Source: an optimization exercise on an open RTL-to-GDS flow (aim: small area and a short achievable clock period). Production flows keep margins and buffers that such runs may drop. RTL that was checked went through simulation tests only; none was proved equivalent to the original. The flow treats the clock pin as an ideal source, which a real chip does not have. No activity file was given, so power comes from the tool's default toggle rates.

== the baseline ==
Design spidergon_node, start of the top module:
module spidergon_node #(
	parameter logic [noc_pkg::node_w-1:0] node_id = 0
) (
	input logic clk,
	input logic reset,
	input logic [noc_pkg::flit_w-1:0] in_flit_across,
	input logic [noc_pkg::flit_w-1:0] in_flit_clockwise,
	input logic [noc_pkg::flit_w-1:0] in_flit_anticlockwise,
	input logic [noc_pkg::num_ports-1:0] in_valid,
	output logic [noc_pkg::num_ports*noc_pkg::num_vcs-1:0] vc_free,
	output logic [noc_pkg::num_ports*noc_pkg::num_vcs-1:0] vc_full,
	output logic [noc_pkg::flit_w-1:0] out_flit_across,
	output logic [noc_pkg::flit_w-1:0] out_flit_clockwise,
	output logic [noc_pkg::flit_w-1:0] out_flit_anticlockwise,
	output logic [noc_pkg::num_ports-1:0] out_valid,
	input logic [noc_pkg::num_ports*noc_pkg::num_vcs-1:0] adj_vc_free,
	input logic [noc_pkg::num_ports*noc_pkg::num_vcs-1:0] adj_vc_full,
	output logic [noc_pkg::flit_w-1:0] eject_flit,
	output logic eject_valid
);
Size in the first run: ~1,400 cells after synthesis, ~160 I/O pins, about 16,000 sq um of cells after synthesis.
Settings: LEC_CHECK=0, CAP_MARGIN=20, CORE_MARGIN=2, CORE_UTILIZATION=60, CTS_CLUSTER_DIAMETER=100, CTS_CLUSTER_SIZE=20, PLACE_DENSITY=0.85, SETUP_SLACK_MARGIN=2.8, SLEW_MARGIN=20, TNS_END_PERCENT=0; clock period 6.0 ns.
standard.sh (not shown) runs the stock make flow with config.mk's settings and CLKGATE_MAP_FILE= SYNTH_SCRIPT=/design/flow/synth_recipe.tcl, a recipe that flattens the netlist after the stock synthesis.
==> flow/flow/run.sh <==
#!/bin/bash
# The standard layout with two changes: plain buf_2 cells as the port buffers (every
# port still gets its own buffer), and before clock tree synthesis the flip-flops that
# drive many loads are given a stronger drive (same cell type, dfxtp_1 -> dfxtp_4)
set -euo pipefail
here=$(pwd)
export BUFFER_PORTS_ARGS="-buffer_cell sky130_fd_sc_hd__buf_2"
export PRE_CTS_TCL="$here/flow/upsize.tcl"
export UPSIZE_FANOUT=8
bash standard.sh > standard_flow.log 2>&1
==> flow/flow/upsize.tcl <==
# size up weak flip-flops that drive many loads (drive strength only, same cell type)
set n 0
foreach inst [all_registers] {
  set master [get_property $inst ref_name]
  if {$master eq "sky130_fd_sc_hd__dfxtp_1"} {
    set q [get_pins -of_objects $inst -filter "direction==output"]
    set fo [llength [get_pins -of_objects [get_nets -of_objects $q] -filter "direction==input"]]
    if {$fo >= $::env(UPSIZE_FANOUT)} { replace_cell $inst sky130_fd_sc_hd__dfxtp_4; incr n }
  }
}
puts "upsized $n flip-flops"
The baseline completed every stage of the flow, and the final layout passed the timing, design-rule and antenna checks.
The inputs of the candidate differ from those of the baseline as listed below.
- a change of PLACE_DENSITY from 0.85 to 0.75
- a change of SETUP_SLACK_MARGIN from 2.8 to 3.0
==> results.txt <==
Looking at setup slack on the worst flop-to-flop path, the candidate sits above the baseline.
| final standard cell utilization of the core | lower: the baseline |
A uppermost layer routed of met4 is what the baseline shows, while met5 belongs to the candidate.
Against the baseline, the candidate reports a post-route cell area that is higher.
The higher ratio of cells with drive above 1 in the final layout of the candidate and the baseline is in the candidate.
Taking the baseline as the reference, in the candidate clock-buffer cell count has remained practically unchanged; maximum operating frequency has decreased; growth of design area from synthesis to finish has increased; non-clock inverter instance count of the final layout has remained practically unchanged; area of the core has remained practically unchanged.


== violet ==
The RTL this note starts from:
==> flow/design.v <==
package noc_pkg;
	localparam int num_nodes = 8;
	localparam int node_w = $clog2(num_nodes);
	localparam int num_ports = 3;
	localparam int num_vcs = 2;
	localparam int vc_w = $clog2(num_vcs);
	localparam int vc_depth = 2;
	localparam int flit_data_w = 15;
	localparam int flit_w = 2 + vc_w + flit_data_w;
	localparam int kind_lsb = vc_w + flit_data_w;
	localparam int vc_lsb = flit_data_w;
	localparam logic [1:0] port_anticlockwise = 2'd0;
	localparam logic [1:0] port_clockwise = 2'd1;
	localparam logic [1:0] port_across = 2'd2;
	localparam logic [1:0] port_local = 2'd3;
	localparam logic [1:0] kind_tail = 2'b00;
	localparam logic [1:0] kind_head = 2'b01;
	localparam logic [1:0] kind_body = 2'b10;
	localparam logic [1:0] kind_header = 2'b11;
	function automatic logic [1:0] route_dir(input logic [2:0] dest,
		input logic [2:0] cur);
		logic [2:0] d;
		d = dest - cur;
		case (d)
			3'd0: route_dir = port_local;
			3'd1, 3'd2: route_dir = port_clockwise;
			3'd6, 3'd7: route_dir = port_anticlockwise;
			default: route_dir = port_across;
		endcase
	endfunction
endpackage
`timescale 1ns/100ps
module spidergon_node #(
	parameter logic [noc_pkg::node_w-1:0] node_id = 0
) (
	input logic clk,
	input logic reset,
	input logic [noc_pkg::flit_w-1:0] in_flit_across,
	input logic [noc_pkg::flit_w-1:0] in_flit_clockwise,
	input logic [noc_pkg::flit_w-1:0] in_flit_anticlockwise,
	input logic [noc_pkg::num_ports-1:0] in_valid,
	output logic [noc_pkg::num_ports*noc_pkg::num_vcs-1:0] vc_free,
	output logic [noc_pkg::num_ports*noc_pkg::num_vcs-1:0] vc_full,
	output logic [noc_pkg::flit_w-1:0] out_flit_across,
	output logic [noc_pkg::flit_w-1:0] out_flit_clockwise,
	output logic [noc_pkg::flit_w-1:0] out_flit_anticlockwise,
	output logic [noc_pkg::num_ports-1:0] out_valid,
	input logic [noc_pkg::num_ports*noc_pkg::num_vcs-1:0] adj_vc_free,
	input logic [noc_pkg::num_ports*noc_pkg::num_vcs-1:0] adj_vc_full,
	output logic [noc_pkg::flit_w-1:0] eject_flit,
	output logic eject_valid
);
	localparam int nb = 6;
	localparam int sw = 17;
	logic [2:0][noc_pkg::flit_w-1:0] in_f;
	assign in_f[0] = in_flit_anticlockwise;
	assign in_f[1] = in_flit_clockwise;
	assign in_f[2] = in_flit_across;
	logic [nb-1:0][sw-1:0] mem0, mem1;
	logic [nb-1:0] rd;        
	logic [nb-1:0] ne;        
	logic [nb-1:0] full;
	logic [nb-1:0] free;      
	logic [nb-1:0][1:0] ldir;
	logic [nb-1:0] wr_en;
	logic [nb-1:0] deq;
	logic [nb-1:0][sw-1:0] fr;  
	logic [nb-1:0][1:0] fk;     
	logic [nb-1:0] head;        
	logic [nb-1:0][1:0] dir;
	logic [nb-1:0][3:0] dir_oh;
	logic [3:0][nb-1:0] lk;
	logic [3:0][nb-1:1] mask;
	logic [3:0][nb-1:0] grant;
	logic [3:0] any_req;
	logic [3:0][noc_pkg::flit_w-1:0] flit_q;
	logic [3:0] valid_q;
	for (genvar b = 0; b < nb; b++)
	begin : g_buf
		localparam int p = b / 2;
		localparam int v = b % 2;
		assign wr_en[b] = in_valid[p] && (in_f[p][15] == v) && !full[b];
		assign fr[b] = rd[b] ? mem1[b] : mem0[b];
		assign fk[b] = fr[b][16:15];
		assign head[b] = fk[b][0];
		assign dir[b] = head[b] ? noc_pkg::route_dir(fr[b][14:12], node_id) : ldir[b];
		for (genvar o = 0; o < 4; o++)
		begin : g_dir
			assign dir_oh[b][o] = (dir[b] == o);
		end
		always_ff @(posedge clk)
		begin
			if (wr_en[b] && !(rd[b] ^ ne[b]))
				mem0[b] <= {in_f[p][17:16], in_f[p][14:0]};
			if (wr_en[b] && (rd[b] ^ ne[b]))
				mem1[b] <= {in_f[p][17:16], in_f[p][14:0]};
		end
		always_ff @(posedge clk)
		begin
			if (reset)
			begin
				rd[b] <= 1'b0;
				ne[b] <= 1'b0;
				full[b] <= 1'b0;
				free[b] <= 1'b1;
				ldir[b] <= noc_pkg::port_local;
			end
			else
			begin
				rd[b] <= rd[b] ^ deq[b];
				ne[b] <= wr_en[b] || (ne[b] && !(deq[b] && !full[b]));
				full[b] <= full[b] ? !deq[b] : (ne[b] && wr_en[b] && !deq[b]);
				if (wr_en[b] && in_f[p][16])
					free[b] <= 1'b0;
				else if (deq[b] && (fk[b][1] == fk[b][0]))
					free[b] <= 1'b1;
				if (ne[b] && fk[b] == noc_pkg::kind_head)
					ldir[b] <= dir[b];
			end
		end
		assign deq[b] = grant[0][b] | grant[1][b] | grant[2][b] | grant[3][b];
	end
	assign vc_free = free;
	assign vc_full = full;
	for (genvar o = 0; o < 4; o++)
	begin : g_out
		logic [nb-1:0] pr;         
		logic [nb-1:0] ok_flow;
		logic [nb-1:0] blocked;
		logic [nb-1:0] me;         
		logic [1:0] take_head;
		logic [1:0] take_any;
		logic [3:0] cls_req;   
		logic [noc_pkg::flit_w-1:0] win_flit;
		assign me = {mask[o], 1'b0};
		for (genvar v = 0; v < 2; v++)
		begin : g_flags
			if (o == 3)
			begin : g_eject
				assign take_any[v] = 1'b1;
				assign take_head[v] = 1'b1;
			end
			else
			begin : g_link
				assign take_any[v] = !adj_vc_full[o*2 + v];
				assign take_head[v] = !adj_vc_full[o*2 + v] && adj_vc_free[o*2 + v];
			end
		end
		for (genvar b = 0; b < nb; b++)
		begin : g_req
			assign pr[b] = ne[b] && dir_oh[b][o] && (!(|lk[o]) || lk[o][b]);
			assign ok_flow[b] = head[b] ? take_head[b%2] : take_any[b%2];
		end
		for (genvar v = 0; v < 2; v++)
		begin : g_cls
			assign cls_req[v*2] = (pr[v] && !head[v]) || (pr[v+2] && !head[v+2]) || (pr[v+4] && !head[v+4]);
			assign cls_req[v*2+1] = (pr[v] && head[v]) || (pr[v+2] && head[v+2]) || (pr[v+4] && head[v+4]);
		end
		assign any_req[o] = (take_any[0] && cls_req[0]) || (take_head[0] && cls_req[1]) ||
			(take_any[1] && cls_req[2]) || (take_head[1] && cls_req[3]);
		for (genvar b = 0; b < nb; b++)
		begin : g_blk
			logic [3:0] ahead;   
			for (genvar v = 0; v < 2; v++)
			begin : g_v
				for (genvar h = 0; h < 2; h++)
				begin : g_h
					logic [2:0] t;
					for (genvar i = 0; i < 3; i++)
					begin : g_i
						localparam int j = v + 2*i;
						if (j == b)
							assign t[i] = 1'b0;
						else
							assign t[i] = pr[j] && (head[j] == h) &&
								((me[j] && !me[b]) || ((me[j] == me[b]) && (j < b)));
					end
					assign ahead[v*2+h] = |t;
				end
			end
			assign blocked[b] = (take_any[0] && ahead[0]) || (take_head[0] && ahead[1]) ||
				(take_any[1] && ahead[2]) || (take_head[1] && ahead[3]);
			assign grant[o][b] = pr[b] && ok_flow[b] && !blocked[b];
		end
		always_comb
		begin
			win_flit = '0;
			for (int b = 0; b < nb; b++)
				if (grant[o][b])
					win_flit = win_flit | {fr[b][16:15], 1'(b % 2), fr[b][14:0]};
		end
		always_ff @(posedge clk)
		begin
			flit_q[o] <= win_flit;
		end
		always_ff @(posedge clk)
		begin
			if (reset)
			begin
				valid_q[o] <= 1'b0;
				lk[o] <= '0;
				mask[o] <= '0;
			end
			else
			begin
				valid_q[o] <= any_req[o];
				for (int b = 0; b < nb; b++)
				begin
					if (grant[o][b])
						lk[o][b] <= (fk[b] == noc_pkg::kind_head) ||
							(fk[b] != noc_pkg::kind_tail && lk[o][b]);
				end
				if (any_req[o])
					for (int b = 1; b < nb; b++)
						mask[o][b] <= |(grant[o] & ((6'd1 << b) - 6'd1));
			end
		end
	end
	assign out_flit_anticlockwise = flit_q[0];
	assign out_flit_clockwise = flit_q[1];
	assign out_flit_across = flit_q[2];
	assign eject_flit = flit_q[3];
	assign out_valid = valid_q[2:0];
	assign eject_valid = valid_q[3];
endmodule
Settings: LEC_CHECK=0, CAP_MARGIN=20, CORE_MARGIN=2, CORE_UTILIZATION=40, SETUP_SLACK_MARGIN=3.5, SLEW_MARGIN=20; clock period 6.0 ns.
run.sh (not shown) runs the stock make flow with config.mk's settings and CLKGATE_MAP_FILE= SYNTH_SCRIPT=/design/flow/synth_recipe.tcl, a recipe that flattens the netlist after the stock synthesis.
Stock flow here: none of the scripts above is used.
In summary, violet completed successfully, with a layout that passed the timing, design-rule and antenna checks.
The following lists how raven was set up differently from violet:
# violet
export LEC_CHECK = 0
export CAP_MARGIN = 20
export CORE_MARGIN = 2
export CORE_UTILIZATION = 40
export SETUP_SLACK_MARGIN = 3.5
export SLEW_MARGIN = 20
create_clock -name core_clock -period 6.0 [get_ports {clk}]
# raven
export LEC_CHECK = 0
export CAP_MARGIN = 20
export CORE_MARGIN = 2
export CORE_UTILIZATION = 40
export SETUP_SLACK_MARGIN = 2.5
export SLEW_MARGIN = 20
export TNS_END_PERCENT = 5
create_clock -name core_clock -period 6.0 [get_ports {clk}]
==> results.txt <==
Between violet and raven, arrival time of data at the critical path endpoint is lower for violet, raven comes in above that. Total power: raven below violet. Slew at the pin closest to its max-slew limit came out higher on raven than on violet. Final area: raven vs violet down 22%. Compared with violet, combinational group power in raven decreased by more than a quarter. In the flow results for violet and raven, the fraction of power consumed by combinational cells is larger on violet.
--- input diff raven..harbor ---
# raven
export LEC_CHECK = 0
export CAP_MARGIN = 20
export CORE_MARGIN = 2
export CORE_UTILIZATION = 40
export SETUP_SLACK_MARGIN = 2.5
export SLEW_MARGIN = 20
export TNS_END_PERCENT = 5
create_clock -name core_clock -period 6.0 [get_ports {clk}]
# harbor
export LEC_CHECK = 0
export CAP_MARGIN = 20
export CORE_MARGIN = 2
export CORE_UTILIZATION = 40
export SETUP_SLACK_MARGIN = 4.0
export SLEW_MARGIN = 20
create_clock -name core_clock -period 6.0 [get_ports {clk}]
--- outcome ---
harbor vs raven on power density over the cells: harbor is the lower one.
[compare] base=raven new=harbor: critical path depth climbed 4, design area moved up, least setup slack across all paths after layout increased 0.28 ns, worst hold slack now sits lower.
Compared with raven, harbor shows total of clock buffers placed in the layout that has gone up slightly.
Function was not checked in any run of this note: the RTL went through the layout flow alone.

==> port drivers added, routing unchanged <==
Ports are ideal in the flow. The routed layouts listed here were re-timed in OpenROAD. Step 1 (the two cells are an assumption about what drives the block):
set clk [get_ports {clk}]
set_driving_cell -lib_cell sky130_fd_sc_hd__clkbuf_16 $clk
set_driving_cell -lib_cell sky130_fd_sc_hd__buf_2 [delete_from_list [all_inputs] $clk]
Step 2 also shifts input and output timing later by t, the mid clock arrival at the registers, as if the neighbouring blocks saw the same clock. Three values: ideal, step 1, step 2; two values: the first two.
| run | t, ns | setup slack, ns | clock arrival spread, ns |
|---|---|---|---|
| the baseline | 0.581 | 2.696 / 2.650 / 2.352 | 0.026 / 0.025 |
| the candidate | 0.585 | 2.585 / 2.534 / 2.347 | 0.016 / 0.016 |
| violet | 0.653 | 2.667 / 2.667 / 2.203 | 0.044 / 0.045 |
| raven | 0.624 | 2.433 / 2.433 / 1.876 | 0.034 / 0.034 |
| harbor | 0.647 | 2.714 / 2.714 / 2.293 | 0.040 / 0.039 |
After both steps setup and hold are still met in every run listed. For raven, which loses most, drivers alone change the setup slack by 0.000 ns; drivers and shift together by -0.557 ns.
